This design comes from an exercise in tuning for small area, a short achievable clock period and few clock cycles per item on the open sky130 flow, not from production work.
Only simulation tests tie the RTL to the original design; equivalence was not proved.

### constraint.sdc
create_clock -name core_clock -period 28.0 [get_ports {clk}]
set_input_delay 5.6000 -clock core_clock [delete_from_list [all_inputs] [get_ports {clk}]]
set_output_delay 5.6000 -clock core_clock [all_outputs]
set_load 0.01 [all_outputs]
### config.mk
export PLATFORM = sky130hd
export DESIGN_NAME = fixed_point_17_14_alu_top
export DESIGN_NICKNAME = fixed_point_17_14_alu_top
export VERILOG_FILES = /design/flow/design.v
export SDC_FILE = /design/flow/constraint.sdc
export NUM_CORES = 4
export LEC_CHECK = 0
export CAP_MARGIN = 20
export CORE_MARGIN = 2
export CORE_UTILIZATION = 30
export SETUP_SLACK_MARGIN = 0.5
export SLEW_MARGIN = 20
### design.v
package fxalu_pkg;
  localparam int FRACTION_BITS = 14;
  localparam int WORD_BITS     = 32;
  localparam int DIV_STEPS     = 4;
  localparam int MUL_BITS      = 8;
  localparam logic [1:0] ST_OK       = 2'd0;
  localparam logic [1:0] ST_RANGE    = 2'd1;
  localparam logic [1:0] ST_DIV_ZERO = 2'd2;
endpackage
import fxalu_pkg::*;
module fxalu_div (
  input  logic [31:0] den,
  input  logic [30:0] rem_i,
  input  logic [33:0] q_i,
  input  logic [5:0]  nd,
  output logic [30:0] rem_o,
  output logic [33:0] q_o
);
  always_comb begin
    logic [30:0] r;
    logic [33:0] q;
    logic [31:0] t;
    logic [32:0] d;
    r = rem_i;
    q = q_i;
    for (int j = 0; j < DIV_STEPS; j++) begin
      t = {r, q[33] & (nd > 6'(j))};
      q = {q[32:0], 1'b0};
      d = {1'b0, t} - {1'b0, den};
      if (!d[32]) begin
        r    = d[30:0];
        q[0] = 1'b1;
      end else begin
        r    = t[30:0];
      end
    end
    rem_o = r;
    q_o   = q;
  end
endmodule
import fxalu_pkg::*;
module fixed_point_17_14_alu_top (
  input  logic                        clk,
  input  logic                        rst,
  input  logic                        req_valid,
  output logic                        req_stall,
  input  logic [3:0]                  op,
  input  logic signed [WORD_BITS-1:0] operand_a,
  input  logic signed [WORD_BITS-1:0] operand_b,
  output logic                        rsp_valid,
  input  logic                        rsp_stall,
  output logic signed [WORD_BITS-1:0] result,
  output logic [1:0]                  status
);
  localparam logic [1:0] PH_IDLE = 2'd0;   
  localparam logic [1:0] PH_MUL  = 2'd1;   
  localparam logic [1:0] PH_DIV  = 2'd2;   
  localparam logic [1:0] PH_FIN  = 2'd3;   
  function automatic logic [5:0] bitlen(logic [31:0] v);
    bitlen = '0;
    for (int i = 0; i < 32; i++)
      if (v[i]) bitlen = 6'(i + 1);
  endfunction
  logic        xv;        
  logic        xfree;     
  logic [3:0]  xop;
  logic [31:0] ra;        
  logic [31:0] rb;        
  logic [1:0]  qx;        
  logic [32:0] racc;      
  logic [1:0]  ph;
  logic [3:0]  cnt;       
  logic [5:0]  nd;        
  logic        qn;        
  logic        o0v, o1v;
  logic [33:0] o0, o1;    
  logic is_mul, is_div, op9, bz, simple, done, push, pop, go;
  assign is_mul = (xop == 4'd7) || (xop == 4'd8);
  assign is_div = (xop == 4'd9) || (xop == 4'd10);
  assign op9    = (xop == 4'd9);
  assign bz     = (rb == '0);
  assign simple = !is_mul && !is_div;
  always_comb begin
    case (ph)
      PH_IDLE: done = xv && (simple || (is_div && bz));
      PH_MUL:  done = xv && (cnt == 4'd1);
      PH_DIV:  done = 1'b0;
      default: done = xv;
    endcase
  end
  assign push = done && !o1v;
  assign pop  = o0v && !rsp_stall;
  assign go   = !(done && o1v);
  logic        sub_int, add_int, bad_b, bad_nb, badsel, inv;
  logic [31:0] add_a, add_b, sum;
  always_comb begin
    bad_b   = !((&rb[31:17]) || (~|rb[31:17]));
    bad_nb  = !((!bad_b && rb != 32'hFFFE_0000) || rb == 32'h0002_0000);
    add_int = (xop == 4'd4);
    sub_int = (xop == 4'd6);
    badsel  = (ph == PH_IDLE) && ((add_int && bad_b) || (sub_int && bad_nb));
    case (ph)
      PH_IDLE: inv = is_div ? rb[31] : ((xop == 4'd5) || sub_int);
      default: inv = qn;
    endcase
    add_a = (ph == PH_IDLE && !is_div) ? ra : 32'd0;
    if (badsel)                add_b = 32'hFFFF_FFFF;
    else if (add_int || sub_int) add_b = (rb << FRACTION_BITS) ^ {32{inv}};
    else                       add_b = rb ^ {32{inv}};
    sum = add_a + add_b + {31'd0, inv & !badsel};
  end
  logic [31:0] sres;
  logic [1:0]  sst;
  always_comb begin
    logic [31:0] ai;
    logic        c1, c2;
    ai = {{FRACTION_BITS{ra[31]}}, ra[31:FRACTION_BITS]};
    c1 = ra[31] && (|ra[FRACTION_BITS-1:0]);
    c2 = (!ra[31] && (|ra)) ? ra[13] : (ra[13] && (|ra[12:0]));
    sres = '0;
    sst  = ST_OK;
    case (xop)
      4'd0: begin
        if ((&ra[31:17]) || (~|ra[31:17])) sres = ra << FRACTION_BITS;
        else begin sres = '1; sst = ST_RANGE; end
      end
      4'd1: sres = ai + {31'd0, c1};
      4'd2: sres = ai + {31'd0, c2};
      4'd3, 4'd5: sres = sum;
      4'd4: begin sres = sum; sst = bad_b  ? ST_RANGE : ST_OK; end
      4'd6: begin sres = sum; sst = bad_nb ? ST_RANGE : ST_OK; end
      4'd9, 4'd10: sst = ST_DIV_ZERO;
      default: ;
    endcase
  end
  logic        mlast;
  logic [40:0] ms;
  assign mlast = (ph == PH_MUL) && (cnt == 4'd1);
  always_comb begin
    logic signed [40:0] acc, pp;
    logic signed [31:0] sa;
    logic signed [8:0]  ch;
    sa  = ra;
    ch  = {mlast & rb[7], rb[7:0]};
    acc = (ph == PH_IDLE) ? 41'sd0 : {{8{racc[32]}}, racc};
    pp  = sa * ch;
    ms  = acc + pp;
  end
  logic [30:0] d_rem0;
  logic [33:0] d_q0;
  logic [5:0]  d_nd0;
  logic [3:0]  d_nit;
  always_comb begin
    logic [31:0] absa;
    logic [5:0]  la, lb;
    logic signed [7:0] lq, sla, slb;
    logic [3:0]  nit, u;
    logic [64:0] w;
    logic [5:0]  nd0;
    absa = ra[31] ? -ra : ra;
    la   = bitlen(ra ^ {32{ra[31]}}) + {5'd0, ra[31]};
    lb   = bitlen(rb ^ {32{rb[31]}});
    sla  = {2'b00, la};
    slb  = {2'b00, lb};
    lq   = sla - slb + (op9 ? 8'sd15 : 8'sd1);
    if (lq <= 0) nit = 4'd0;
    else         nit = 4'((lq + 8'sd3) >>> 2);
    if (!op9 && nit > 4'd8) nit = 4'd8;
    if (op9 && nit > 4'd12) nit = 4'd12;
    u    = (op9 ? 4'd12 : 4'd8) - nit;
    w    = {31'd0, (op9 ? {2'b00, absa} : {absa, 2'b00})} << {u, 2'b00};
    nd0  = op9 ? 6'd34 : 6'd32;
    d_rem0 = w[64:34];
    d_q0   = w[33:0];
    d_nd0  = (nd0 > {u, 2'b00}) ? nd0 - {u, 2'b00} : 6'd0;
    d_nit  = nit;
  end
  logic [30:0] d_rem;
  logic [33:0] d_q;
  fxalu_div u_div (
    .den   (ra),
    .rem_i (racc[30:0]),
    .q_i   ({qx, rb}),
    .nd    (nd),
    .rem_o (d_rem),
    .q_o   (d_q)
  );
  logic [33:0] nres;
  always_comb begin
    case (ph)
      PH_IDLE: nres = {sst, sres};
      PH_MUL:  nres = {ST_OK, (xop == 4'd7) ? {ms[21:0], rb[31:22]} : {ms[7:0], rb[31:8]}};
      default: nres = {ST_OK, sum};
    endcase
  end
  logic [1:0] ph_n;
  logic [3:0] cnt_n;
  always_comb begin
    ph_n  = ph;
    cnt_n = cnt;
    if (xv && go) begin
      case (ph)
        PH_IDLE: begin
          if (is_mul) begin
            ph_n = PH_MUL; cnt_n = 4'd3;
          end else if (is_div && !bz) begin
            ph_n = (d_nit == 4'd0) ? PH_FIN : PH_DIV; cnt_n = d_nit;
          end
        end
        PH_MUL: begin
          cnt_n = cnt - 4'd1;
          if (cnt == 4'd1) ph_n = PH_IDLE;
        end
        PH_DIV: begin
          cnt_n = cnt - 4'd1;
          if (cnt == 4'd1) ph_n = PH_FIN;
        end
        default: ph_n = PH_IDLE;
      endcase
    end
  end
  logic xv_n, o1v_n, done_n, xfree_n;
  always_comb begin
    logic nsimple;
    nsimple = !(op == 4'd7 || op == 4'd8 || op == 4'd9 || op == 4'd10);
    xv_n  = xfree ? req_valid : (xv && !push);
    o1v_n = o0v && !pop && (o1v || push);
    if (xfree) done_n = nsimple;
    else case (ph_n)
      PH_IDLE: done_n = simple;
      PH_MUL:  done_n = (cnt_n == 4'd1);
      PH_DIV:  done_n = 1'b0;
      default: done_n = 1'b1;
    endcase
    xfree_n = !xv_n || (done_n && !o1v_n);
  end
  always_ff @(posedge clk) begin
    if (rst) begin
      xv    <= 1'b0;
      xfree <= 1'b1;
      ph    <= PH_IDLE;
      o0v   <= 1'b0;
      o1v   <= 1'b0;
    end else begin
      xv    <= xv_n;
      xfree <= xfree_n;
      ph    <= xfree ? PH_IDLE : ph_n;
      o1v   <= o1v_n;
      if (!o0v || pop) o0v <= o1v || push;
    end
  end
  always_ff @(posedge clk) begin
    if (!o0v || pop) o0 <= o1v ? o1 : nres;
    if (o0v && !pop && push) o1 <= nres;
  end
  always_ff @(posedge clk) begin
    cnt <= cnt_n;
    if (xfree) begin
      xop <= op;
      ra  <= operand_a;
      rb  <= operand_b;
    end else if (xv && go) begin
      case (ph)
        PH_IDLE: begin
          if (is_mul) begin
            rb   <= {ms[7:0], rb[31:8]};
            racc <= ms[40:8];
          end else if (is_div) begin
            ra   <= sum;
            {qx, rb} <= d_q0;
            racc <= {2'b00, d_rem0};
            nd   <= d_nd0;
            qn   <= ra[31] ^ rb[31];
          end
        end
        PH_MUL: begin
          rb   <= {ms[7:0], rb[31:8]};
          racc <= ms[40:8];
        end
        PH_DIV: begin
          {qx, rb} <= d_q;
          racc <= {2'b00, d_rem};
          nd   <= (nd > 6'd4) ? nd - 6'd4 : 6'd0;
        end
        default: ;
      endcase
    end
  end
  assign req_stall = !xfree;
  assign rsp_valid = o0v;
  assign result    = o0[31:0];
  assign status    = o0[33:32];
endmodule
### run.sh
#!/bin/bash
# synth_recipe.tcl (not shown) runs the flow's synth.tcl, then flattens the netlist and writes it again
# the make line also repeats each setting of config.mk as NAME=value (left out here)
make -C /OpenROAD-flow-scripts/flow DESIGN_CONFIG=/design/flow/config.mk WORK_HOME=/design/flow/orfs CLKGATE_MAP_FILE= SYNTH_SCRIPT=/design/flow/synth_recipe.tcl finish
==> impl_metrics.env <==
export IMPL_yosysTopAreaCell="fa_1"
export IMPL_nets=5046
export IMPL_core_area_um2=118000
export IMPL_first_pass_iters=9
export IMPL_r2r_start="nd[2]$_DFFE_PP_"
export IMPL_grt_pass1_wl_um=222000
export IMPL_r2r_cells=55
export IMPL_clock_skew_ns=0.0235
export IMPL_async_flop_share_pct=0
export IMPL_die_area_um2=122000
export IMPL_rsz0062_at_grt="no"
export IMPL_cts_tree="yes"
export IMPL_root_buffer="clkbuf_16"
export IMPL_syn_inst=4467
export IMPL_gr_total_overflow=0
export IMPL_ys_seq_area_share_pct=15.4
export IMPL_ff2ff_setup_slack_ns=12.51
export IMPL_fin_crit_sh_pct=55.3
export IMPL_fin_util_pct=33.2
export IMPL_num_rows=126
export IMPL_htreeDepth=4
export IMPL_cts_repair_resized=0
export IMPL_grt_pass1_vias=33000
export IMPL_cp_required_ns=28.34
export IMPL_syn_mean_instance_area_um2=8.00
export IMPL_use_met2_pct=36.4
export IMPL_via_per_inst=5.92
export IMPL_die_y_um=349
export IMPL_yosys_warnings=2
export IMPL_cts_hold_fix_buffers=0
export IMPL_area_growth_syn_to_layout_pct=9.74
export IMPL_grt_max_degree=72
export IMPL_nFillCells=12400
export IMPL_tightest_slew_ns=1.22
export IMPL_cpMostUsedCell="a21oi_1"
export IMPL_finalMaxSlewViolations=0
export IMPL_synthTopCellsByArea="fa_1 (15%), edfxtp_1 (15%), ha_1 (9.8%), nand2_1 (5.7%), a21oi_1 (4.8%)"
export IMPL_start_util_pct=30.3
export IMPL_timing_rr_end="racc[18]$_DFFE_PP_"
export IMPL_cp_endpoint="racc[18]$_DFFE_PP_"
export IMPL_cts_sinks=187
export IMPL_synth_cell_type_count=99
export IMPL_synth_edf_count=177
export IMPL_met3_usage_pct=5.67
export IMPL_status="complete, no violations"
export IMPL_tns_ns=0
export IMPL_drc=0
export IMPL_layout_drive_gt1_share_pct=6.95
export IMPL_drtIter0Drc=4569
export IMPL_numCtsBuffers=17
export IMPL_final_common_cell="nand2_1"
export IMPL_critPathMaxFanout=23
export IMPL_io_pins=108
export IMPL_postSynthRegisterBits=187
export IMPL_critPathLaunch="nd[2]$_DFFE_PP_"
export IMPL_start_kind="register"
export IMPL_finalCriticalPeriod_ns=15.49
export IMPL_most_common_layout_cells="nand2_1 (547), a21oi_1 (344), inv_1 (340)"
export IMPL_syn_cell_area_um2=35700
export IMPL_syn_nets=5093
export IMPL_max_freq_mhz=64.6
export IMPL_clkTransAtPathRegs_ns=0.08
export IMPL_relSlewSlack_pct=18.4
export IMPL_cap_violations=0
export IMPL_ant_nets=0
export IMPL_wirelength_um=152000
export IMPL_wl_per_cell_um=25.5
export IMPL_crit_path_max_incr_delay_ns=0.68
export IMPL_worstSetupEndpointType="register"
export IMPL_fp_dieW_um=349
export IMPL_place_congestion=1.02
export IMPL_dp_hpwl_um=118000
export IMPL_hp_class="register to register"
export IMPL_grt_total_usage_pct=24.4
export IMPL_use_met1_pct=33.1
export IMPL_grt_busiest_layer="met2"
export IMPL_worstSkewPairLatency_ns=0.52
export IMPL_cp_slowest_cell="o21a_1"
export IMPL_yosysTopAreaCellShare_pct=15.4
export IMPL_finalSetupViolations=0
export IMPL_portBuffers=107
export IMPL_vias=35400
export IMPL_crit_arrival_ns=15.82
export IMPL_antenna_found_initial=6
export IMPL_cts_setup_buffers=0
export IMPL_hold_viol=0
export IMPL_crit_type="register to register"
export IMPL_clk_path_buf_depth=2
export IMPL_synth_flop_cell="edfxtp_1"
[layout make-up]
cell class,instances,area (µm²),area share (%)
clock buffers,17,425,1.09
inverters,358,1350,3.43
repair buffers,218,1900,4.86
diodes,5,12.5,0.0319
flip-flops and latches,187,5520,14.1
clock inverters,15,224,0.571
well taps,1536,1920,4.90
multi-input cells,3638,27900,71.0
[how the worst min path moves through the flow]
stage	startpoint	cells past startpoint	end	slack, ns
global placement	cnt[3]$_DFF_P_	2	cnt[3]$_DFF_P_	0.53
floorplan	cnt[3]$_DFF_P_	2	cnt[3]$_DFF_P_	0.48
finish	cnt[3]$_DFF_P_	2	cnt[3]$_DFF_P_	0.55
CTS	o1[24]$_DFFE_PP_	1	o0[24]$_DFFE_PP_	0.55
global route	o1[24]$_DFFE_PP_	1	o0[24]$_DFFE_PP_	0.57
detailed placement	o1[3]$_DFFE_PP_	1	o0[3]$_DFFE_PP_	0.53
[routing by layer]
metal  wire (µm)  vias to the layer above  part of all wire [%]
met5         143                        -                 0.094
met4        8680                        6                   5.7
met3       17700                      412                    12
met2       64000                     2092                    42
met1       61900                    17200                    41
li1            -                    15700                     -
[worst max-delay path: cells and delay by family (launching register included)]
family / cells / cell delay, ns
flip-flops: 1 / 0.44
buffers and inverters: 5 / 0.97
adder cells (fa/ha/maj): 6 / 1.90
AND/OR/NAND/NOR: 8 / 2.64
multiplexers: 2 / 0.81
AO/OA/AOI/OAI: 34 / 8.51
[synth_stat cells (29+ instances only)]
cell      instances
o21a_1           44
xor2_1           78
o21ai_0         327
edfxtp_1        177
a211oi_1         31
nor3_1           74
a22oi_1          31
nand3_1          73
nor2_1          300
a21oi_1         345
o22ai_1          29
inv_1           340
nand2_1         547
nand2b_1         53
a221o_1          34
a31oi_1          53
fa_1            275
a221oi_1         45
a21o_1           89
ha_1            279
and2_1          117
clkbuf_1        249
xnor2_1         165
mux2i_1          77
o31ai_1          32
nor2b_1          70
mux2_2           92
[state kept, by name (all words and copies together), names as in the netlist]
| name | count |
|---|---|
| o1 | 34 |
| xfree | 1 |
| o1v | 1 |
| o0 | 34 |
| xv | 1 |
| nd | 5 |
| ra | 32 |
| ph | 2 |
| qn | 1 |
| qx | 2 |
| o0v | 1 |
| cnt | 4 |
| rb | 32 |
| xop | 4 |
| racc | 33 |
[kinds of logic after synthesis]
kind of cell / Yosys count / share of synthesized area (%)
simple gates: 1380 / 17.9
compound gates: 1287 / 23.3
buf+inv: 642 / 6.90
fa+ha+maj: 555 / 25.2
xor+xnor: 245 / 6.05
flops: 187 / 15.4
mux: 171 / 5.18
[metrics by stage]
stage	hold WS, ns	cell area, µm²	setup slack, ns	std cells
floorplan	0.484	35700	15.49	4467
global placement	0.526	38500	13.03	5936
detailed placement	0.534	38500	12.76	5936
CTS	0.549	39200	12.70	5968
global route	0.568	39200	11.48	5970
finish	0.550	39200	12.51	5974
Testbench counts, summed over its fixed seeds: cycles 36,085, items 16,000.

-- afterwards: timing with drivers on the ports --
Ports are ideal in the flow. The routed layout listed here was re-timed in OpenROAD.
Step 1: set_driving_cell puts a clkbuf_16 on clk and a buf_2 on each other input, an assumption about the parent block.
Step 2 times the ports against the registers' clock, not the clock port: input delays grow and output delays shrink by t, the midpoint of the rising clock arrivals with the driver on.
a / b / c = ideal / step 1 / step 2; a / b = the first two.
t (ns): 0.583
setup slack, ns: 12.514 / 12.514 / 12.514
hold WS [ns]: 0.550 / 0.550 / 0.550
worst setup path at the end: register to register
worst slew at a driven data input, ns: 0.07
After both steps this run still meets setup and hold. The setup slack of this run moves by 0.000 ns with the drivers and by 0.000 ns with both steps.
